What follows belongs to an exercise in optimizing a design on an open flow for small area, a short achievable clock period and few clock cycles per item; a production flow would make more cautious choices.
Function was checked by simulation only, so behaviour that the tests miss may differ from the original.
No activity file was given, so power comes from the tool's default toggle rates.

$ cat flow/run.sh
#!/bin/bash
# synth_recipe.tcl (not shown) runs the flow's synth.tcl, then flattens the netlist and writes it again
# the make line also repeats each setting of config.mk as NAME=value (left out here)
make -C /OpenROAD-flow-scripts/flow DESIGN_CONFIG=/design/flow/config.mk WORK_HOME=/design/flow/orfs CLKGATE_MAP_FILE= SYNTH_SCRIPT=/design/flow/synth_recipe.tcl finish
$ cat flow/config.mk
export PLATFORM = sky130hd
export DESIGN_NAME = joint_trajectory_interpolator_unit
export DESIGN_NICKNAME = joint_trajectory_interpolator_unit
export VERILOG_FILES = /design/flow/design.v
export SDC_FILE = /design/flow/constraint.sdc
export NUM_CORES = 4
export LEC_CHECK = 0
export CAP_MARGIN = 20
export CORE_MARGIN = 2
export CORE_UTILIZATION = 40
export SETUP_SLACK_MARGIN = 5
export SLEW_MARGIN = 20
$ cat flow/design.v
package jti_pkg;
  localparam int MaxStepsDefault = 64;
  localparam int PosW    = 16;
  localparam int DurW    = 7;
  localparam int ModeW   = 2;
  localparam int StatW   = 2;
  localparam int CfgIdxW = 2;
  localparam int CfgW    = 16;
  localparam int InDataW  = 56;
  localparam int OutDataW = 48;
  localparam int DW = 19;
  localparam int RW = 18;
  localparam int TW = 20;
  localparam logic [ModeW-1:0] MODE_LINEAR = 2'd0;
  localparam logic [ModeW-1:0] MODE_CUBIC  = 2'd1;
  localparam logic [CfgIdxW-1:0] CFG_ROT_LO  = 2'd0;
  localparam logic [CfgIdxW-1:0] CFG_ROT_HI  = 2'd1;
  localparam logic [CfgIdxW-1:0] CFG_PRIS_LO = 2'd2;
  localparam logic [CfgIdxW-1:0] CFG_PRIS_HI = 2'd3;
  localparam logic signed [PosW-1:0] RotLoReset  = -16'sd12868;
  localparam logic signed [PosW-1:0] RotHiReset  = 16'sd12868;
  localparam logic signed [PosW-1:0] PrisLoReset = -16'sd614;
  localparam logic signed [PosW-1:0] PrisHiReset = 16'sd614;
  localparam logic [StatW-1:0] ST_OK       = 2'd0;
  localparam logic [StatW-1:0] ST_LIMIT    = 2'd1;
  localparam logic [StatW-1:0] ST_DURATION = 2'd2;
  localparam logic [StatW-1:0] ST_MODE     = 2'd3;
endpackage
module jti_joint (
  input  logic                       clk,
  input  logic                       rst,
  input  logic                       acc,     
  input  logic [15:0]                tin,
  input  logic                       ld,      
  input  logic [1:0]                 lz,      
  output logic [15:0]                tgt,
  output logic [15:0]                mag,     
  input  logic                       ds,      
  input  logic                       dlast,   
  input  logic                       dc,      
  input  logic                       lin,     
  input  logic [8:0]                 ca,      
  input  logic                       es,      
  input  logic [jti_pkg::DW-1:0]     dv,      
  input  logic [7:0]                 c1,
  input  logic [8:0]                 c2,
  input  logic                       c3en,    
  output logic [15:0]                pos
);
  localparam int DW = jti_pkg::DW;
  localparam int RW = jti_pkg::RW;
  localparam int TW = jti_pkg::TW;
  logic [15:0]   m;
  logic          neg;
  logic [RW:0]   r0, r1, r2;
  logic [RW-1:0] r3;
  logic [15:0]   q1;
  logic [14:0]   q2;
  logic [14:0]   q3;
  logic          b, b2;
  assign b   = m[15];
  assign b2  = lin ? m[7] : m[15];
  assign tgt = m;
  function automatic logic [TW:0] add3(input logic [TW:0] a, input logic [TW:0] b,
                                       input logic [TW:0] e, input logic cin);
    add3 = (a ^ b ^ e) + {(a[TW-1:0] & b[TW-1:0]) | (a[TW-1:0] & e[TW-1:0]) |
                          (b[TW-1:0] & e[TW-1:0]), cin};
  endfunction
  function automatic logic [RW+1:0] rstep(input logic [TW-1:0] a, input logic [TW-1:0] bb,
                                          input logic sub, input logic two,
                                          input logic [DW-1:0] d);
    logic [TW:0] bx, t, u1, u2;
    logic [RW-1:0] r;
    logic [1:0] dig;
    bx = sub ? ~{1'b0, bb} : {1'b0, bb};
    t  = {1'b0, a} + bx + (TW+1)'(sub);
    if (sub) begin
      u1 = add3({1'b0, a}, bx, {2'b00, d}, 1'b1);
    end else begin
      u1 = add3({1'b0, a}, bx, ~{2'b00, d}, 1'b1);
    end
    u2 = add3({1'b0, a}, bx, ~{1'b0, d, 1'b0}, 1'b1);
    if (sub) begin
      dig = {1'b0, t[TW]};
      r   = t[TW] ? u1[RW-1:0] : t[RW-1:0];
    end else if (two && !u2[TW]) begin
      dig = 2'd2;
      r   = u2[RW-1:0];
    end else if (!u1[TW]) begin
      dig = 2'd1;
      r   = u1[RW-1:0];
    end else begin
      dig = 2'd0;
      r   = t[RW-1:0];
    end
    rstep = {dig, r};
  endfunction
  function automatic logic [15:0] addc(input logic [15:0] a, input logic [15:0] b,
                                       input logic cin);
    logic [15:0] x, pall;
    x = a ^ b;
    pall[0] = 1'b1;
    for (int i = 1; i < 16; i++) pall[i] = pall[i-1] & x[i-1];
    addc = (a + b) ^ (pall & {16{cin}});
  endfunction
  logic [RW+1:0] sa, sb, sc;
  logic [16:0]   dp, dn;
  logic [15:0]   pa, qb, qc, q3i, s1, s1p1, s1p2, s1p2w;
  logic [15:0]   q1x;
  always_comb begin
    dp = {tgt[15], tgt} - {pos[15], pos};
    dn = {pos[15], pos} - {tgt[15], tgt};
    sa = rstep({1'b0, r0}, ds ? ((b && c3en) ? TW'(12) : '0) : {1'b0, r1}, 1'b0, ds, dv);
    sb = rstep({1'b0, r1}, ds ? (b ? TW'(c1) : '0) : {1'b0, r2}, 1'b0, ds, dv);
    sc = rstep({1'b0, r2}, ds ? (b2 ? TW'(c2) : '0) : {2'b00, r3}, !ds, ds, dv);
    q1x = q1 ^ {16{neg}};
    pa  = addc(pos, q1x, sa[RW] ^ neg);
    qb  = addc(q1, ds ? 16'd0 : {q2[14], q2}, ds ? sb[RW+1] : sb[RW]);
    qc  = addc({1'b0, q2}, ds ? 16'd0 : {1'b1, ~q3}, ds ? sc[RW+1] : !sc[RW]);
    q3i = addc({1'b0, q3}, 16'd0, sa[RW+1]);
    s1   = {q1[14:0], 1'b0} + (b ? {7'd0, ca} : 16'd0);
    s1p1 = addc(s1, 16'd0, 1'b1);
    s1p2w = addc({1'b0, s1[15:1]}, 16'd0, 1'b1);
    s1p2 = {s1p2w[14:0], s1[0]};
  end
  assign mag = dp[16] ? dn[15:0] : dp[15:0];
  always_ff @(posedge clk) begin
    if (rst) begin
      pos <= '0;
    end else if (es) begin
      pos <= pa;
    end
  end
  always_ff @(posedge clk) begin
    if (acc) begin
      m   <= tin;
    end else if (ld) begin
      neg <= dp[16];
      m   <= mag << lz;
    end else if (ds) begin
      m   <= {m[14:0], 1'b0};
    end
    if (ld) begin
      r0 <= '0;
      r1 <= '0;
      r2 <= '0;
      q1 <= '0;
      q2 <= '0;
      q3 <= '0;
    end else if (ds) begin
      if (dlast) begin
        r0 <= (RW+1)'(dv >> 1);
        r1 <= {1'b0, sb[RW-1:0]};
        r2 <= {1'b0, sc[RW-1:0]};
        r3 <= sa[RW-1:0];
      end else begin
        r0 <= {sa[RW-1:0], 1'b0};
        r1 <= {sb[RW-1:0], 1'b0};
        r2 <= {sc[RW-1:0], 1'b0};
      end
      q1 <= sb[RW+1] ? s1p2 : (sb[RW] ? s1p1 : s1);
      q2 <= {qc[13:0], sc[RW]};
      q3 <= {q3i[13:0], sa[RW]};
    end else if (dc) begin
      r1 <= {1'b0, sb[RW-1:0]};
      r2 <= '0;
      q1 <= qb;
      q2 <= '0;
    end else if (es) begin
      r0 <= {1'b0, sa[RW-1:0]};
      r1 <= {1'b0, sb[RW-1:0]};
      r2 <= {1'b0, sc[RW-1:0]};
      q1 <= qb;
      q2 <= qc[14:0];
    end
  end
endmodule
module joint_trajectory_interpolator_unit #(
  parameter int MAX_STEPS = jti_pkg::MaxStepsDefault
) (
  input  logic                         clk,
  input  logic                         rst,
  input  logic                         s_axis_tvalid,
  output logic                         s_axis_tready,
  input  logic [jti_pkg::InDataW-1:0]  s_axis_tdata,
  input  logic [jti_pkg::ModeW-1:0]    s_axis_tuser,
  output logic                         m_axis_tvalid,
  input  logic                         m_axis_tready,
  output logic [jti_pkg::OutDataW-1:0] m_axis_tdata,
  output logic [jti_pkg::StatW-1:0]    m_axis_tuser,
  output logic                         m_axis_tlast,
  input  logic                         cfg_we,
  input  logic [jti_pkg::CfgIdxW-1:0]  cfg_index,
  input  logic [jti_pkg::CfgW-1:0]     cfg_data
);
  localparam logic [jti_pkg::DurW-1:0] MaxN = jti_pkg::DurW'(MAX_STEPS);
  logic signed [15:0] rot_lo, rot_hi, pris_lo, pris_hi;
  logic                        ir_full;
  logic signed [15:0]          ir_t [3];
  logic [jti_pkg::DurW-1:0]    ir_n;
  logic [jti_pkg::ModeW-1:0]   ir_mode;
  logic                        st_idle, st_div, st_comb, st_emit;    
  logic [jti_pkg::DurW-1:0]    kc;
  logic [jti_pkg::DW-1:0]      dv;
  logic [7:0]                  c1;
  logic [8:0]                  ca;
  logic [16:0]                 ab_n;
  logic [8:0]                  c2;
  logic                        cubic;
  logic                        out_valid;
  logic                        out_last;
  logic [1:0]                  out_stat;
  logic [15:0]                 pos [3];
  logic                        lim_err, dur_err, mode_err;
  logic [1:0]                  chk;
  logic                        out_free;
  logic                        ld, ds, es, err_emit;
  logic                        in_cubic;
  logic [15:0]                 mag [3];
  logic [15:0]                 mag_or;
  logic [1:0]                  lz;
  function automatic logic [jti_pkg::DW-1:0] cube(input logic [jti_pkg::DurW-1:0] x);
    case (x)
      7'd1: cube = 19'd1;
      7'd2: cube = 19'd8;
      7'd3: cube = 19'd27;
      7'd4: cube = 19'd64;
      7'd5: cube = 19'd125;
      7'd6: cube = 19'd216;
      7'd7: cube = 19'd343;
      7'd8: cube = 19'd512;
      7'd9: cube = 19'd729;
      7'd10: cube = 19'd1000;
      7'd11: cube = 19'd1331;
      7'd12: cube = 19'd1728;
      7'd13: cube = 19'd2197;
      7'd14: cube = 19'd2744;
      7'd15: cube = 19'd3375;
      7'd16: cube = 19'd4096;
      7'd17: cube = 19'd4913;
      7'd18: cube = 19'd5832;
      7'd19: cube = 19'd6859;
      7'd20: cube = 19'd8000;
      7'd21: cube = 19'd9261;
      7'd22: cube = 19'd10648;
      7'd23: cube = 19'd12167;
      7'd24: cube = 19'd13824;
      7'd25: cube = 19'd15625;
      7'd26: cube = 19'd17576;
      7'd27: cube = 19'd19683;
      7'd28: cube = 19'd21952;
      7'd29: cube = 19'd24389;
      7'd30: cube = 19'd27000;
      7'd31: cube = 19'd29791;
      7'd32: cube = 19'd32768;
      7'd33: cube = 19'd35937;
      7'd34: cube = 19'd39304;
      7'd35: cube = 19'd42875;
      7'd36: cube = 19'd46656;
      7'd37: cube = 19'd50653;
      7'd38: cube = 19'd54872;
      7'd39: cube = 19'd59319;
      7'd40: cube = 19'd64000;
      7'd41: cube = 19'd68921;
      7'd42: cube = 19'd74088;
      7'd43: cube = 19'd79507;
      7'd44: cube = 19'd85184;
      7'd45: cube = 19'd91125;
      7'd46: cube = 19'd97336;
      7'd47: cube = 19'd103823;
      7'd48: cube = 19'd110592;
      7'd49: cube = 19'd117649;
      7'd50: cube = 19'd125000;
      7'd51: cube = 19'd132651;
      7'd52: cube = 19'd140608;
      7'd53: cube = 19'd148877;
      7'd54: cube = 19'd157464;
      7'd55: cube = 19'd166375;
      7'd56: cube = 19'd175616;
      7'd57: cube = 19'd185193;
      7'd58: cube = 19'd195112;
      7'd59: cube = 19'd205379;
      7'd60: cube = 19'd216000;
      7'd61: cube = 19'd226981;
      7'd62: cube = 19'd238328;
      7'd63: cube = 19'd250047;
      7'd64: cube = 19'd262144;
      default: cube = '0;
    endcase
  endfunction
  function automatic logic [16:0] abt(input logic [jti_pkg::DurW-1:0] x);
    case (x)
      7'd1: abt = {9'd256, 8'd0};
      7'd2: abt = {9'd128, 8'd0};
      7'd3: abt = {9'd85, 8'd1};
      7'd4: abt = {9'd64, 8'd0};
      7'd5: abt = {9'd51, 8'd1};
      7'd6: abt = {9'd42, 8'd4};
      7'd7: abt = {9'd36, 8'd4};
      7'd8: abt = {9'd32, 8'd0};
      7'd9: abt = {9'd28, 8'd4};
      7'd10: abt = {9'd25, 8'd6};
      7'd11: abt = {9'd23, 8'd3};
      7'd12: abt = {9'd21, 8'd4};
      7'd13: abt = {9'd19, 8'd9};
      7'd14: abt = {9'd18, 8'd4};
      7'd15: abt = {9'd17, 8'd1};
      7'd16: abt = {9'd16, 8'd0};
      7'd17: abt = {9'd15, 8'd1};
      7'd18: abt = {9'd14, 8'd4};
      7'd19: abt = {9'd13, 8'd9};
      7'd20: abt = {9'd12, 8'd16};
      7'd21: abt = {9'd12, 8'd4};
      7'd22: abt = {9'd11, 8'd14};
      7'd23: abt = {9'd11, 8'd3};
      7'd24: abt = {9'd10, 8'd16};
      7'd25: abt = {9'd10, 8'd6};
      7'd26: abt = {9'd9, 8'd22};
      7'd27: abt = {9'd9, 8'd13};
      7'd28: abt = {9'd9, 8'd4};
      7'd29: abt = {9'd8, 8'd24};
      7'd30: abt = {9'd8, 8'd16};
      7'd31: abt = {9'd8, 8'd8};
      7'd32: abt = {9'd8, 8'd0};
      7'd33: abt = {9'd7, 8'd25};
      7'd34: abt = {9'd7, 8'd18};
      7'd35: abt = {9'd7, 8'd11};
      7'd36: abt = {9'd7, 8'd4};
      7'd37: abt = {9'd6, 8'd34};
      7'd38: abt = {9'd6, 8'd28};
      7'd39: abt = {9'd6, 8'd22};
      7'd40: abt = {9'd6, 8'd16};
      7'd41: abt = {9'd6, 8'd10};
      7'd42: abt = {9'd6, 8'd4};
      7'd43: abt = {9'd5, 8'd41};
      7'd44: abt = {9'd5, 8'd36};
      7'd45: abt = {9'd5, 8'd31};
      7'd46: abt = {9'd5, 8'd26};
      7'd47: abt = {9'd5, 8'd21};
      7'd48: abt = {9'd5, 8'd16};
      7'd49: abt = {9'd5, 8'd11};
      7'd50: abt = {9'd5, 8'd6};
      7'd51: abt = {9'd5, 8'd1};
      7'd52: abt = {9'd4, 8'd48};
      7'd53: abt = {9'd4, 8'd44};
      7'd54: abt = {9'd4, 8'd40};
      7'd55: abt = {9'd4, 8'd36};
      7'd56: abt = {9'd4, 8'd32};
      7'd57: abt = {9'd4, 8'd28};
      7'd58: abt = {9'd4, 8'd24};
      7'd59: abt = {9'd4, 8'd20};
      7'd60: abt = {9'd4, 8'd16};
      7'd61: abt = {9'd4, 8'd12};
      7'd62: abt = {9'd4, 8'd8};
      7'd63: abt = {9'd4, 8'd4};
      7'd64: abt = {9'd4, 8'd0};
      default: abt = '0;
    endcase
  endfunction
  assign ab_n = abt(ir_n);
  assign lim_err = (ir_t[0] < rot_lo) || (ir_t[0] > rot_hi) ||
                   (ir_t[1] < rot_lo) || (ir_t[1] > rot_hi) ||
                   (ir_t[2] < pris_lo) || (ir_t[2] > pris_hi);
  assign dur_err  = (ir_n == '0) || (ir_n > MaxN);
  assign mode_err = ir_mode[1];
  assign chk = lim_err ? jti_pkg::ST_LIMIT :
               dur_err ? jti_pkg::ST_DURATION :
               mode_err ? jti_pkg::ST_MODE : jti_pkg::ST_OK;
  assign out_free = !out_valid || m_axis_tready;
  assign ld       = st_idle && ir_full && (chk == jti_pkg::ST_OK);
  assign err_emit = st_idle && ir_full && (chk != jti_pkg::ST_OK) && out_free;
  assign ds       = st_div;
  assign es       = st_emit && out_free;
  assign in_cubic = ir_mode[0];
  assign mag_or = mag[0] | mag[1] | mag[2];
  assign lz     = mag_or[15] ? 2'd0 : mag_or[14] ? 2'd1 : mag_or[13] ? 2'd2 : 2'd3;
  always_ff @(posedge clk) begin
    if (rst) begin
      rot_lo  <= jti_pkg::RotLoReset;
      rot_hi  <= jti_pkg::RotHiReset;
      pris_lo <= jti_pkg::PrisLoReset;
      pris_hi <= jti_pkg::PrisHiReset;
    end else if (cfg_we) begin
      case (cfg_index)
        jti_pkg::CFG_ROT_LO:  rot_lo  <= cfg_data;
        jti_pkg::CFG_ROT_HI:  rot_hi  <= cfg_data;
        jti_pkg::CFG_PRIS_LO: pris_lo <= cfg_data;
        default:              pris_hi <= cfg_data;
      endcase
    end
  end
  assign s_axis_tready = !ir_full && !st_div;
  always_ff @(posedge clk) begin
    if (rst) begin
      ir_full <= 1'b0;
    end else if (s_axis_tvalid && s_axis_tready) begin
      ir_full <= 1'b1;
    end else if (ld || err_emit) begin
      ir_full <= 1'b0;
    end
  end
  always_ff @(posedge clk) begin
    if (s_axis_tvalid && s_axis_tready) begin
      ir_n    <= s_axis_tdata[54:48];
      ir_mode <= s_axis_tuser;
    end
  end
  always_ff @(posedge clk) begin
    if (rst) begin
      st_idle <= 1'b1;
      st_div  <= 1'b0;
      st_comb <= 1'b0;
      st_emit <= 1'b0;
    end else begin
      if (ld) begin
        st_idle <= 1'b0;
        st_div  <= 1'b1;
      end
      if (st_div && (kc[3:0] == 4'd15)) begin
        st_div  <= 1'b0;
        st_comb <= !cubic;
        st_emit <= cubic;
      end
      if (st_comb) begin
        st_comb <= 1'b0;
        st_emit <= 1'b1;
      end
      if (es && (kc == jti_pkg::DurW'(1))) begin
        st_emit <= 1'b0;
        st_idle <= 1'b1;
      end
    end
  end
  always_ff @(posedge clk) begin
    if (ld) begin
      cubic <= in_cubic;
      dv    <= in_cubic ? cube(ir_n) : jti_pkg::DW'(ir_n);
      c1    <= in_cubic ? 8'(3 * ir_n - 2) : {2'b00, ab_n[5:0]};
      c2    <= in_cubic ? 9'(6 * ir_n - 12) : 9'd1;
      ca    <= in_cubic ? 9'd0 : ab_n[16:8];
    end
    if (ld) begin
      kc <= in_cubic ? jti_pkg::DurW'(lz) : jti_pkg::DurW'(8);
    end else if (ds) begin
      kc <= (kc[3:0] == 4'd15) ? ir_n : kc + 1'b1;
    end else if (es) begin
      kc <= kc - 1'b1;
    end
  end
  always_ff @(posedge clk) begin
    if (rst) begin
      out_valid <= 1'b0;
    end else if (es || err_emit) begin
      out_valid <= 1'b1;
    end else if (m_axis_tready) begin
      out_valid <= 1'b0;
    end
  end
  always_ff @(posedge clk) begin
    if (err_emit) begin
      out_stat <= chk;
      out_last <= 1'b1;
    end else if (es) begin
      out_stat <= jti_pkg::ST_OK;
      out_last <= (kc == jti_pkg::DurW'(1));
    end
  end
  for (genvar j = 0; j < 3; j++) begin : g_joint
    jti_joint u_joint (
      .clk  (clk),
      .rst  (rst),
      .acc  (s_axis_tvalid && s_axis_tready),
      .tin  (s_axis_tdata[16*j +: 16]),
      .ld   (ld),
      .lz   (in_cubic ? lz : 2'd0),
      .mag  (mag[j]),
      .tgt  (ir_t[j]),
      .ds   (ds),
      .dlast(kc[3:0] == 4'd15),
      .dc   (st_comb),
      .lin  (!cubic),
      .ca   (ca),
      .es   (es),
      .dv   (dv),
      .c1   (c1),
      .c2   (c2),
      .c3en (cubic),
      .pos  (pos[j])
    );
  end
  assign m_axis_tvalid = out_valid;
  assign m_axis_tdata  = {pos[2], pos[1], pos[0]};
  assign m_axis_tuser  = out_stat;
  assign m_axis_tlast  = out_last;
endmodule
$ cat flow/constraint.sdc
create_clock -name core_clock -period 10.0 [get_ports {clk}]
set_input_delay 2.0000 -clock core_clock [delete_from_list [all_inputs] [get_ports {clk}]]
set_output_delay 2.0000 -clock core_clock [all_outputs]
set_load 0.01 [all_outputs]
==> run notes <==
[metal layers]
layer / GRT usage / part of all wire / wire length [um] / vias to the layer above
li1: - / - / - / 38900
met1: 0.388 / 0.41 / 140000 / 40400
met2: 0.477 / 0.43 / 149000 / 3515
met3: 0.0523 / 0.086 / 29700 / 779
met4: 0.174 / 0.070 / 24000 / 10
met5: 0 / 0.00018 / 63 / -
[worst max path at each step]
| stage | startpoint | endpoint | slack, ps | cells after the start |
|---|---|---|---|---|
| 6_report | st_div | s_axis_tready | 4930 | 6 |
| 3_3_place_gp | st_div | g_joint[2].u_joint.pos[6] | 3350 | 17 |
| 3_5_place_dp | st_div | g_joint[2].u_joint.pos[6] | 3240 | 17 |
| 4_1_cts | st_div | g_joint[2].u_joint.pos[14] | 4830 | 19 |
| 5_1_grt | dv[8] | g_joint[2].u_joint.pos[15] | 4850 | 20 |
| 2_1_floorplan | st_div | g_joint[0].u_joint.pos[15] | 4770 | 25 |
[flip-flops by register name, indices dropped and copies added (netlist names), 45 cells and up, named ones only]
name,count
g_joint.u_joint.r1,57
g_joint.u_joint.q1,48
g_joint.u_joint.q3,45
g_joint.u_joint.r0,57
g_joint.u_joint.pos,48
g_joint.u_joint.m,48
g_joint.u_joint.r3,54
g_joint.u_joint.q2,45
g_joint.u_joint.r2,57
[worst register-to-register path, delay by kind of cell (launching register included)]
kind / cells / cell delay, ps
fa+ha+maj: 1 / 380
flops: 1 / 410
buf+inv: 2 / 620
simple gates: 8 / 3120
compound gates: 2 / 380
[cell usage after synthesis, drive strengths merged (53+ instances only)]
cell / count / share of area
a31oi: 114 / 0.0084
nor3: 219 / 0.013
ha: 1053 / 0.15
fa: 440 / 0.10
o211ai: 106 / 0.0094
nand3: 233 / 0.014
a221oi: 95 / 0.0099
a21o: 267 / 0.023
nor2: 1035 / 0.045
clkbuf: 316 / 0.014
and2: 83 / 0.0060
a22oi: 78 / 0.0068
inv: 1108 / 0.048
o21bai: 88 / 0.0077
a21oi: 842 / 0.049
buf: 98 / 0.0054
edfxtp: 169 / 0.059
a211o: 53 / 0.0054
a211oi: 241 / 0.021
or3: 69 / 0.0050
nand2b: 94 / 0.0068
xnor2: 510 / 0.052
and3: 98 / 0.0071
mux2i: 143 / 0.017
nor2b: 161 / 0.012
o21a: 116 / 0.010
o22ai: 91 / 0.0067
nand2: 891 / 0.039
o21ai: 621 / 0.036
dfxtp: 462 / 0.11
xor2: 285 / 0.029
[final cells by class]
type                       instances  area share
multi-input combinational       8711       0.693
sequential                       631       0.145
timing repair buffer             523      0.0539
inverter                        1111      0.0432
tap                             2838      0.0358
clock buffer                     106      0.0227
clock inverter                    50     0.00623
timing repair inverter             2    0.000252
antenna                            4    0.000101
[cells by family after synthesis]
kind of cell	after synthesis
compound gates	3132
xor+xnor	797
fa+ha+maj	1493
buf+inv	1525
flops	631
mux	167
simple gates	3115
[metrics by stage]
step	cell area, um2	worst slack, ps	total power, mW
2_1_floorplan	87100	4770	26.2
3_3_place_gp	91200	3350	32.1
3_5_place_dp	91300	3240	32.7
4_1_cts	96600	4830	36.9
5_1_grt	99200	4850	41.8
6_report	99200	4930	38.5
[power by group]
group	switching [mW]	total, mW	internal [mW]
logic	17.7	30.6	12.9
registers	1.05	4.54	3.49
clock network	1.41	3.29	1.87
[timing repair]
item,CTS,global route
buffers inserted,88,139
resized for setup,297,308
hold endpoints to repair,0,0
pin swaps,42,127
cloned,18,5
endpoints found under the setup margin,540,392
==> results.json <==
{
  "worstHoldPathType": "reg2reg",
  "synthesis.instances": 10900,
  "tightest_slew_ps": 1210,
  "rows": 170,
  "yosys.area_share.xor_xnor": 0.0818,
  "multi_input_area_um2": 68700,
  "ys_seq_area_frac": 0.167,
  "critPathBufInv": 5,
  "async_reset_ff_frac": 0,
  "synth_fa_ha_area_frac": 0.256,
  "critPathSlowestCell": "clkdlybuf4s50_1",
  "synthMuxAreaShare": 0.0202,
  "wl_per_cell_um": 24.5,
  "synth_flop_cell": "dfxtp_1",
  "place_hpwl_um": 252000,
  "hold_viol_final": 0,
  "register_area_um2": 14300,
  "start_kind": "flip-flop",
  "crit_top_cell": "buf_4",
  "ant_nets": 0,
  "hold_path_end": "pris_lo[9]",
  "max-cap-violations": 0,
  "cp_data_arrival_time_ps": 3070,
  "max_freq_mhz": 197,
  "ys_seq_elements": 631,
  "setup_tns_ps": 0,
  "grt-ovfl-total": 0,
  "min_path_cells": 2,
  "hold_slack_ps": 457,
  "dpl.cell_count": 13600,
  "setup-violations-final": 0,
  "r2r_slack_ps": 5000,
  "drt-total-wl_um": 343000,
  "p_leak_nw": 43.9,
  "core_area_um2": 214000,
  "rr_startpoint": "g_joint[1].u_joint.m[15]",
  "nets": 12600,
  "drive_gt1_frac": 0.0967,
  "ys_types": 117,
  "mostFrequentLayoutCells": "inv_1 (1082), ha_1 (1015), nor2_1 (981)",
  "die-area_um2": 218000,
  "track_usage": 0.302,
  "worstPathCellList": "buf_2 > buf_4 > bufbuf_16 > buf_4 > nor2_2 > clkdlybuf4s50_1",
  "vias_per_cell": 5.98,
  "syn_avg_cell_area_um2": 7.91,
  "postSynthNetCount": 12400,
  "die_x_um": 467,
  "cts_made_buffers": 84,
  "cts_sinks": 631,
  "cp_data_required_time_ps": 8000,
  "synth-simple-area-share": 0.168,
  "powerDensity_nw_per_um2": 388,
  "die_y_um": 467,
  "grt_pass1_wl_um": 503000,
  "period_minus_slack_ps": 5070,
  "worstSkewPairLatency_ps": 750,
  "layout.cells.non_filler": 14000,
  "hold_path.startpoint": "pris_lo[9]",
  "ir_worst_vdd_mv": 0.299,
  "final_common_cell": "inv_1",
  "endpoint_kind": "output port",
  "cts_buffer_depth": 3,
  "gp_congestion": 0.992,
  "timing.rr.end": "g_joint[0].u_joint.r0[15]",
  "critical_path_class": "reg2out",
  "io-pin-count": 134,
  "cts_root_buf": "clkbuf_16",
  "grt_pass1_vias": 80400,
  "final_max_slew_viol_count": 0,
  "grt_start_max_net_pins": 122,
  "path_delay_family": "buffers and inverters",
  "outcome": "timing/DRC/antenna clean",
  "drt_first_pass_iters": 8,
  "syn_area_um2": 85900,
  "synth_edf_count": 169,
  "ys.warnings.count": 5,
  "antenna_found_initial": 16,
  "n_fill_cell": 21000,
  "synth_top_family_by_area": "adder cells",
  "dr.first_iter.drc_count": 7841,
  "cpPeakStageDelay_ps": 620,
  "syn_to_final_growth_pct": 15.5,
  "synth-compound-area-share": 0.239,
  "ctsHoldBuffers": 0,
  "fin_crit_sh": 0.507,
  "vias": 83600,
  "skew_ps": 67.1,
  "worstRegToRegCells": 13,
  "path_clk_slew_ps": 70,
  "remaining_drc_errors": 0,
  "htreeDepth": 3,
  "final_util": 0.463,
  "start_util": 0.401,
  "relSlewSlack": 0.190,
  "port_buffers": 132,
  "cts_tree": "yes",
  "cp_max_fo": 25,
  "rsz0062_at_grt": "yes"
}
Testbench counts, summed over its fixed seeds: cycles 12,404, items 6,355.

[port drivers added, routing unchanged]
The results above use ideal ports. As a check the final layout listed here was re-extracted and re-timed, cells and wires unchanged. Step 1 sets driving cells, clkbuf_16 on the clock port and buf_2 on the other inputs (assumed; they add their load-dependent delay and slew). Step 2 times the ports against the registers' clock, not the clock port: input delays grow and output delays shrink by t, the midpoint of the rising clock arrivals with the driver on. Three values: ideal ports, drivers, drivers and shift; two values: the first two.
t, ns: 0.809
slack for setup (ns): 4.935 / 4.841 / 4.195
worst slew at a driven data input, ns: 0.08
After both steps this run still meets setup and hold. For this run, drivers alone change the setup slack by -0.094 ns; drivers and shift together by -0.740 ns.
